This is an optimization exercise on Yosys and OpenROAD, whose aim is small area, a short achievable clock period and few clock cycles per item, not a production implementation. RTL that was checked went through simulation tests only; none was proved equivalent to the original. No activity file was given, so power comes from the tool's default toggle rates.

==> inputs of exp/lagoon <==
==> flow/design.v <==
package rar_pkg;
   localparam logic [1:0] CMD_ADD = 2'd0;
   localparam logic [1:0] CMD_SUB = 2'd1;
   localparam logic [1:0] CMD_MUL = 2'd2;
   localparam logic [1:0] CMD_DIV = 2'd3;
   localparam int NUM_OUT_WIDTH = 33;
   localparam int DEN_OUT_WIDTH = 32;
   typedef struct packed {
      logic load;
      logic step;
   } div_ctl_type;
endpackage
module rar_cell (
   input  logic                 clock,
   input  rar_pkg::div_ctl_type ctl,
   input  logic                 load_bit,
   input  logic                 r_lo,
   input  logic                 q_lo,
   input  logic                 d_bit,
   input  logic                 borrow_in,
   input  logic                 sub,
   output logic                 r_bit,
   output logic                 q_bit,
   output logic                 borrow_out
);
   logic r_ff;
   logic q_ff;
   logic r_in;
   assign borrow_out = (~r_lo & d_bit) | (~(r_lo ^ d_bit) & borrow_in);
   assign r_in       = sub ? (r_lo ^ d_bit ^ borrow_in) : r_lo;
   always_ff @(posedge clock) begin
      if (ctl.load) begin
         r_ff <= 1'b0;
         q_ff <= load_bit;
      end else if (ctl.step) begin
         r_ff <= r_in;
         q_ff <= q_lo;
      end
   end
   assign r_bit = r_ff;
   assign q_bit = q_ff;
endmodule
module rar_div_row #(
   parameter int WIDTH = 32
) (
   input  logic                 clock,
   input  rar_pkg::div_ctl_type ctl,
   input  logic [WIDTH-1:0]     dividend,
   input  logic [WIDTH-1:0]     divisor,
   output logic [WIDTH-1:0]     quotient
);
   logic [WIDTH-1:0] r;
   logic [WIDTH-1:0] q;
   logic [WIDTH:0]   bw;
   logic             sub;
   assign bw[0] = 1'b0;
   assign sub   = r[WIDTH-1] | ~bw[WIDTH];
   for (genvar i = 0; i < WIDTH; i++) begin : g_cell
      logic r_lo;
      logic q_lo;
      if (i == 0) begin : g_first
         assign r_lo = q[WIDTH-1];
         assign q_lo = sub;
      end else begin : g_rest
         assign r_lo = r[i-1];
         assign q_lo = q[i-1];
      end
      rar_cell u_cell (
         .clock      (clock),
         .ctl        (ctl),
         .load_bit   (dividend[i]),
         .r_lo       (r_lo),
         .q_lo       (q_lo),
         .d_bit      (divisor[i]),
         .borrow_in  (bw[i]),
         .sub        (sub),
         .r_bit      (r[i]),
         .q_bit      (q[i]),
         .borrow_out (bw[i+1])
      );
   end
   assign quotient = q;
endmodule
module rational_arith_reduce #(
   parameter int OPERAND_WIDTH = 16
) (
   input  logic                                  clock,
   input  logic                                  reset,
   input  logic                                  req_tvalid,
   output logic                                  req_tready,
   input  logic [8*((2+4*OPERAND_WIDTH+7)/8)-1:0] req_tdata,
   output logic                                  rsp_tvalid,
   input  logic                                  rsp_tready,
   output logic [71:0]                           rsp_tdata,
   output logic                                  rsp_tuser
);
   localparam int W  = OPERAND_WIDTH;    
   localparam int NW = 2 * W + 1;        
   localparam int UW = 2 * W;            
   localparam int DW = 2 * W - 1;        
   localparam logic [1:0] F_IDLE = 2'd0, F_MUL = 2'd1, F_POST = 2'd2;
   logic [1:0]    fe_st;
   logic [1:0]    cmd_q;
   logic [W-1:0]  xa_q, xb_q;           
   logic [W:0]    q1_q, q2_q;
   logic [W:0]    hn_q;                 
   logic [W-1:0]  hd_q;                 
   logic          sd_q;                 
   logic          err_q;
   logic [2:0]    cnt_q;
   logic          is_add, is_sub, is_mul, is_div;
   assign is_add = (cmd_q == rar_pkg::CMD_ADD);
   assign is_sub = (cmd_q == rar_pkg::CMD_SUB);
   assign is_mul = (cmd_q == rar_pkg::CMD_MUL);
   assign is_div = (cmd_q == rar_pkg::CMD_DIV);
   function automatic logic [2:0] booth(input logic [2:0] b);
      booth[0] = b[1] ^ b[0];
      booth[1] = (b[2] & ~b[1] & ~b[0]) | (~b[2] & b[1] & b[0]);
      booth[2] = b[2];
   endfunction
   function automatic logic [W+1:0] ppsel(input logic [2:0] dg, input logic [W-1:0] x);
      logic [W+1:0] xs;
      xs = {{2{x[W-1]}}, x};
      ppsel = ((dg[0] ? xs : '0) | (dg[1] ? (xs << 1) : '0)) ^ {(W+2){dg[2]}};
   endfunction
   function automatic logic [8:0] digits(input logic [1:0] cmd, input logic sd,
                                         input logic [2:0] b1, input logic [2:0] b2);
      logic [2:0] d1, d2, n1, n2, dd;
      d1 = booth(b1);
      d2 = booth(b2);
      n1 = (cmd == rar_pkg::CMD_MUL) ? d2 : d1;
      n2 = (cmd == rar_pkg::CMD_ADD) ? d2 :
           (cmd == rar_pkg::CMD_SUB) ? {~d2[2], d2[1:0]} : 3'b000;
      dd = (cmd == rar_pkg::CMD_DIV) ? {d2[2] ^ sd, d2[1:0]} : {d1[2] ^ sd, d1[1:0]};
      digits = {n1, n2, dd};
   endfunction
   logic [8:0]    dg_q;
   logic [2:0]    dgn1, dgn2, dgd;
   logic [W+1:0]  ppn1, ppn2, ppd;
   logic [W+2:0]  sumn;
   logic [W+1:0]  sumd;
   logic          in_sd;
   assign {dgn1, dgn2, dgd} = dg_q;
   assign in_sd = req_tdata[2 + 2*W - 1] ^
                  ((req_tdata[1:0] == rar_pkg::CMD_DIV) ? req_tdata[2 + 3*W - 1]
                                                        : req_tdata[2 + 4*W - 1]);
   assign ppn1 = ppsel(dgn1, xa_q);
   assign ppn2 = ppsel(dgn2, xb_q);
   assign ppd  = ppsel(dgd,  xb_q);
   assign sumn = {{2{hn_q[W]}}, hn_q} + {ppn1[W+1], ppn1} + {ppn2[W+1], ppn2}
               + (W+3)'(dgn1[2]) + (W+3)'(dgn2[2]);
   assign sumd = {{2{hd_q[W-1]}}, hd_q} + ppd + (W+2)'(dgd[2]);
   logic [NW-1:0] accn;
   logic [UW-1:0] accd;
   assign accn = {hn_q[W:0], q2_q[W:1]};
   assign accd = {hd_q[W-1:0], q1_q[W:1]};
   logic          special;
   logic          strip;
   logic          fe_rdy;
   logic          hand;
   assign special = err_q | (accn == '0);
   assign strip   = ~special & ~accn[0] & ~accd[0];
   assign fe_rdy  = (fe_st == F_POST) & ~strip;
   logic          rdy_q;
   logic          loop_free_nx;
   logic          fe_rdy_nx;
   assign req_tready = rdy_q;
   assign loop_free_nx = ~hand & (~busy_q | fin);
   assign fe_rdy_nx    = (fe_st == F_MUL) ? ((cnt_q == 3'd7) & (q2_q[3] | q1_q[3]))
                       : (fe_st == F_POST) & (~strip | special | accn[1] | accd[1]);
   always_ff @(posedge clock) begin
      if (reset) begin
         fe_st <= F_IDLE;
         rdy_q <= 1'b1;
      end else begin
         if (rdy_q && req_tvalid)
            rdy_q <= 1'b0;
         else if (hand || (fe_st == F_IDLE))
            rdy_q <= 1'b1;
         else
            rdy_q <= fe_rdy_nx & loop_free_nx;
         if (rdy_q && req_tvalid)
            fe_st <= F_MUL;
         else
            unique case (fe_st)
               F_IDLE:  ;
               F_MUL:   if (cnt_q == 3'd7) fe_st <= F_POST;
               F_POST:  if (hand) fe_st <= F_IDLE;
               default: fe_st <= F_IDLE;
            endcase
      end
   end
   always_ff @(posedge clock) begin
      if (rdy_q) begin
            cmd_q <= req_tdata[1:0];
            xa_q  <= req_tdata[2 +: W];
            xb_q  <= req_tdata[2 + W +: W];
            q2_q  <= {req_tdata[2 + 2*W +: W], 1'b0};
            q1_q  <= {req_tdata[2 + 3*W +: W], 1'b0};
            sd_q  <= in_sd;
            dg_q  <= digits(req_tdata[1:0], in_sd, {req_tdata[2 + 3*W +: 2], 1'b0},
                            {req_tdata[2 + 2*W +: 2], 1'b0});
            cnt_q <= '0;
            hn_q  <= '0;
            hd_q  <= '0;
      end else unique case (fe_st)
         F_MUL: begin
            if (cnt_q == 3'd0)
               err_q <= (xb_q == '0) || (q1_q == '0) || (is_div && (q2_q == '0));
            dg_q  <= digits(cmd_q, sd_q, q1_q[4:2], q2_q[4:2]);
            q1_q  <= {sumd[1:0], q1_q[W:2]};
            q2_q  <= {sumn[1:0], q2_q[W:2]};
            hd_q  <= sumd[W+1:2];
            hn_q  <= sumn[W+2:2];
            cnt_q <= cnt_q + 1'b1;
         end
         F_POST: begin
            if (strip) begin
               hn_q <= {hn_q[W], hn_q[W:1]};
               q2_q <= {hn_q[0], q2_q[W:1]};
               hd_q <= {1'b0, hd_q[W-1:1]};
               q1_q <= {hd_q[0], q1_q[W:1]};
            end
         end
         default: ;
      endcase
   end
   logic          busy_q, first_q, val_q, lerr_q;
   logic          p_sw_q, p_neg_q, p_sp_q, p_err_q;
   logic [UW-1:0] u_q, v_q;
   logic [NW-1:0] c0n_q, c1n_q;
   logic [DW-1:0] c0d_q, c1d_q;
   logic          step, fin;
   assign step = busy_q & (~val_q | (first_q & ~v_q[0] & ~p_sp_q));
   assign fin  = step & (p_sp_q | done);
   assign hand = fe_rdy & (~busy_q | fin);
   logic          h_sgn, h_sw;
   logic [UW-1:0] h_absn, h_d;
   logic [NW-1:0] h_one;
   assign h_sgn  = accn[NW-1];
   assign h_absn = h_sgn ? UW'(-accn) : accn[UW-1:0];
   assign h_d    = accd;
   assign h_sw   = ~accn[0] | special;
   assign h_one  = {{(NW-1){h_sgn ^ sd_q}}, 1'b1};
   logic [NW-1:0] c0n;
   logic [DW-1:0] c0d;
   assign c0n = first_q ? (p_sw_q ? '0 : {{(NW-1){p_neg_q}}, 1'b1}) : c0n_q;
   assign c0d = first_q ? {{(DW-1){1'b0}}, p_sw_q} : c0d_q;
   logic          vodd, neg, done;
   logic [UW:0]   d1;
   logic [UW-1:0] d2, mag, x;
   logic [1:0]    s;
   logic [UW-1:0] v_next;
   logic [NW-1:0] c1n_sh;
   logic [DW-1:0] c1d_sh;
   logic [UW-1:0] pg_g [0:5];
   logic [UW-1:0] pg_p [0:5];
   logic [UW-1:0] hp, c_lo, c_hi;
   assign hp       = u_q ^ ~v_q;
   assign pg_g[0]  = u_q & ~v_q;
   assign pg_p[0]  = hp;
   for (genvar l = 0; l < 5; l++) begin : g_lvl
      for (genvar i = 0; i < UW; i++) begin : g_bit
         if (((i >> l) & 1) == 1) begin : g_op
            localparam int J = ((i >> (l + 1)) << (l + 1)) + (1 << l) - 1;
            assign pg_g[l+1][i] = pg_g[l][i] | (pg_p[l][i] & pg_g[l][J]);
            assign pg_p[l+1][i] = pg_p[l][i] & pg_p[l][J];
         end else begin : g_pass
            assign pg_g[l+1][i] = pg_g[l][i];
            assign pg_p[l+1][i] = pg_p[l][i];
         end
      end
   end
   assign c_lo = {pg_g[5][UW-2:0], 1'b0};
   assign c_hi = {pg_g[5][UW-2:0] | pg_p[5][UW-2:0], 1'b1};
   assign vodd = v_q[0];
   assign d1   = {pg_g[5][UW-1] | pg_p[5][UW-1], hp ^ c_hi};    
   assign d2   = ~(hp ^ c_lo);                                   
   assign neg  = ~d1[UW];
   assign mag  = neg ? d2 : d1[UW-1:0];
   assign x    = vodd ? mag : v_q;
   assign done = vodd & pg_p[5][UW-1];
   logic [3:1]    xl;
   assign xl   = vodd ? d1[3:1] : v_q[3:1];
   assign s    = xl[1] ? 2'd0 : xl[2] ? 2'd1 : xl[3] ? 2'd2 : 2'd3;
   function automatic logic [UW-1:0] rsh(input logic [UW-1:0] a, input logic [1:0] k);
      logic [UW-1:0] b;
      b = {1'b0, a[UW-1:1]};
      rsh = b >> k;
   endfunction
   assign v_next = rsh(x, s);
   logic [NW-1:0] cmn;
   logic [DW-1:0] cmd_;
   assign cmn    = (vodd & ~neg) ? c0n : c1n_q;
   assign cmd_   = (vodd & ~neg) ? c0d : c1d_q;
   assign c1n_sh = {cmn[NW-2:0], 1'b0} << s;
   assign c1d_sh = {cmd_[DW-2:0], 1'b0} << s;
   always_ff @(posedge clock) begin
      if (reset) begin
         busy_q <= 1'b0;
         val_q  <= 1'b0;
      end else begin
         if (hand)
            busy_q <= 1'b1;
         else if (fin)
            busy_q <= 1'b0;
         if (fin)
            val_q <= 1'b1;
         else if (rsp_tready)
            val_q <= 1'b0;
      end
   end
   always_ff @(posedge clock) begin
      if (step) begin
         if (p_sp_q) begin
            lerr_q <= p_err_q;
            c0n_q  <= c0n;
            c0d_q  <= c0d;
         end else begin
            v_q <= v_next;
            c1n_q <= c1n_sh;
            c1d_q <= c1d_sh;
            if (vodd) begin
               first_q <= 1'b0;
               lerr_q  <= 1'b0;
               u_q     <= neg ? u_q : v_q;
               c0n_q <= first_q ? (p_sw_q ? c1n_q : {{(NW-1){p_neg_q}}, 1'b1})
                                : c0n_q + c1n_q;
               c0d_q <= first_q ? (p_sw_q ? {{(DW-1){1'b0}}, 1'b1} : c1d_q)
                                : c0d_q + c1d_q;
            end
         end
      end
      if (hand) begin
         first_q <= 1'b1;
         p_sw_q  <= h_sw;
         p_neg_q <= h_sgn ^ sd_q;
         p_sp_q  <= special;
         p_err_q <= err_q;
         u_q     <= h_sw ? h_d : h_absn;
         v_q     <= h_sw ? h_absn : h_d;
         c1n_q   <= h_sw ? h_one : '0;
         c1d_q   <= {{(DW-1){1'b0}}, ~h_sw};
      end
   end
   assign rsp_tvalid = val_q;
   assign rsp_tdata  = {7'b0, 1'b0, c0d_q, c0n_q};
   assign rsp_tuser  = lerr_q;
endmodule
==> flow/flow/run.sh <==
#!/bin/bash
# Standard layout (standard synthesis, floorplan, placement, CTS, routing) with
# the timing repair steps asked to leave 10.8 ns of setup slack at the design's
# clock period, so they size the critical paths up, and every port buffered
# with buf_2 rather than the default delay-buffer cell. The make output goes to
# make_finish.log; each ORFS step logs under orfs/logs/.
set -euo pipefail
bash standard.sh SETUP_SLACK_MARGIN=10.8 "BUFFER_PORTS_ARGS=-buffer_cell sky130_fd_sc_hd__buf_2" finish > make_finish.log 2>&1
==> flow/standard.sh <==
#!/bin/bash
# synth_recipe.tcl (not shown) runs the flow's synth.tcl, then flattens the netlist and writes it again
# the make line also repeats each setting of config.mk as NAME=value (left out here)
make -C /OpenROAD-flow-scripts/flow DESIGN_CONFIG=/design/flow/config.mk WORK_HOME=/design/flow/orfs CLKGATE_MAP_FILE= SYNTH_SCRIPT=/design/flow/synth_recipe.tcl "${@:-finish}"
==> flow/config.mk <==
export PLATFORM = sky130hd
export DESIGN_NAME = rational_arith_reduce
export DESIGN_NICKNAME = rational_arith_reduce
export VERILOG_FILES = /design/flow/design.v
export SDC_FILE = /design/flow/constraint.sdc
export NUM_CORES = 4
export LEC_CHECK = 0
export CAP_MARGIN = 20
export CORE_MARGIN = 2
export CORE_UTILIZATION = 65
export CTS_CLUSTER_DIAMETER = 100
export CTS_CLUSTER_SIZE = 24
export SLEW_MARGIN = 20
==> flow/constraint.sdc <==
create_clock -name core_clock -period 15.0 [get_ports {clock}]
set_input_delay 3.0000 -clock core_clock [delete_from_list [all_inputs] [get_ports {clock}]]
set_output_delay 3.0000 -clock core_clock [all_outputs]
set_load 0.01 [all_outputs]
==> exp/willow: changes against exp/lagoon <==
--- a/flow/design.v
+++ b/flow/design.v
@@ -162,12 +162,7 @@
    assign strip   = ~special & ~accn[0] & ~accd[0];
    assign fe_rdy  = (fe_st == F_POST) & ~strip;
    logic          rdy_q;
-   logic          loop_free_nx;
-   logic          fe_rdy_nx;
    assign req_tready = rdy_q;
-   assign loop_free_nx = ~hand & (~busy_q | fin);
-   assign fe_rdy_nx    = (fe_st == F_MUL) ? ((cnt_q == 3'd7) & (q2_q[3] | q1_q[3]))
-                       : (fe_st == F_POST) & (~strip | special | accn[1] | accd[1]);
    always_ff @(posedge clock) begin
       if (reset) begin
          fe_st <= F_IDLE;
@@ -175,23 +170,19 @@
       end else begin
          if (rdy_q && req_tvalid)
             rdy_q <= 1'b0;
-         else if (hand || (fe_st == F_IDLE))
+         else if (hand)
             rdy_q <= 1'b1;
-         else
-            rdy_q <= fe_rdy_nx & loop_free_nx;
-         if (rdy_q && req_tvalid)
-            fe_st <= F_MUL;
-         else
-            unique case (fe_st)
-               F_IDLE:  ;
-               F_MUL:   if (cnt_q == 3'd7) fe_st <= F_POST;
-               F_POST:  if (hand) fe_st <= F_IDLE;
-               default: fe_st <= F_IDLE;
-            endcase
+         unique case (fe_st)
+            F_IDLE:  if (req_tvalid) fe_st <= F_MUL;
+            F_MUL:   if (cnt_q == 3'd7) fe_st <= F_POST;
+            F_POST:  if (hand) fe_st <= F_IDLE;
+            default: fe_st <= F_IDLE;
+         endcase
       end
    end
    always_ff @(posedge clock) begin
-      if (rdy_q) begin
+      unique case (fe_st)
+         F_IDLE: begin
             cmd_q <= req_tdata[1:0];
             xa_q  <= req_tdata[2 +: W];
             xb_q  <= req_tdata[2 + W +: W];
@@ -203,7 +194,7 @@
             cnt_q <= '0;
             hn_q  <= '0;
             hd_q  <= '0;
-      end else unique case (fe_st)
+         end
          F_MUL: begin
             if (cnt_q == 3'd0)
                err_q <= (xb_q == '0) || (q1_q == '0) || (is_div && (q2_q == '0));
- CORE_UTILIZATION: 65 -> 60
==> run summary <==
- The flow ran to the end and the layout has no timing, DRC or antenna violations.
- The area of placed instances is 0.02652 sq mm.
- The horizontal extent of the die is 210.7 um.
- The initial cell density of the core is 0.6096.
- Sorting the synthesized cells by how often they occur yields sky130_fd_sc_hd__a21oi_1, sky130_fd_sc_hd__edfxtp_1, sky130_fd_sc_hd__nor2_1.
- The actual transition at the worst max-transition pin is 1.042 ns.
- The signal on the critical path passes through buf_2.
- The total number of cells along the worst setup path is 1.
- The worst-case IR drop observed on VDD is 0.0001929 V.
- For this run, global-route usage on met1 was measured as 0.4453.
That was exp/willow.
==> run summary <==
- By count the netlist is led by sky130_fd_sc_hd__a21oi_1, sky130_fd_sc_hd__nand2_1, sky130_fd_sc_hd__edfxtp_1.
- The initial cell density of the core is 0.6598.
- After detailed placement, the total cell area comes to 0.02707 sq mm.
- The worst vdd rail ir drop is 0.0001417 V.
- The number of non-clock inverters is 136.
- The actual transition at the worst max-transition pin is 1.206 ns.
- The most used flip-flop cell after synthesis is sky130_fd_sc_hd__edfxtp_1.
- The flow ran to the end and the layout has no timing, DRC or antenna violations.
- The number of buffers and inverters on the critical path is 4.
- The total number of cells along the worst setup path is 16.
- Walking the worst path, the cells encountered are buf_12, clkinvlp_4, ha_2, fa_2, a211oi_4, o211ai_4, a22oi_4, a21oi_4, buf_12, nor3_4, buf_6, mux2i_4, xnor2_2, mux4_2, a221o_1, a21o_1.
- The clock network power is 0.000591 W.
That was exp/lagoon.
Testbench counts of exp/willow, summed over its fixed seeds: cycles 38,469, items 2,400.
Function not checked in exp/lagoon: the RTL went through the layout flow alone.

-- separate check: timing with driven ports --
The flow's constraints put no driver on any port. The routed layouts listed below were extracted and timed again, unchanged, in two steps.
Step 1 assumes that a clkbuf_16 drives the clock port and a buf_2 every other input.
Step 2 adds t to the input delays and takes it off the output delays; t is the mean of the earliest and latest rising clock arrival at the registers after step 1. Input paths then give back, and output paths get back, about the clock's delay inside the block.
a / b / c = ideal ports / drivers / drivers and shift; a / b = the first two.
| run | t, ns | slack for setup (ns) | worst setup path at the end | latest minus earliest clock arrival (ns) | slew at the worst register clock pin (ns) |
|---|---|---|---|---|---|
| exp/lagoon | 0.593 | 10.782 / 10.746 / 10.641 | input to register | 0.028 / 0.029 | 0.11 / 0.11 |
| exp/willow | 0.604 | 10.814 / 10.755 / 10.646 | input to register | 0.024 / 0.024 | 0.11 / 0.11 |
After both steps setup and hold are still met in every run listed. For exp/willow, which loses most, drivers alone change the setup slack by -0.059 ns; drivers and shift together by -0.168 ns.
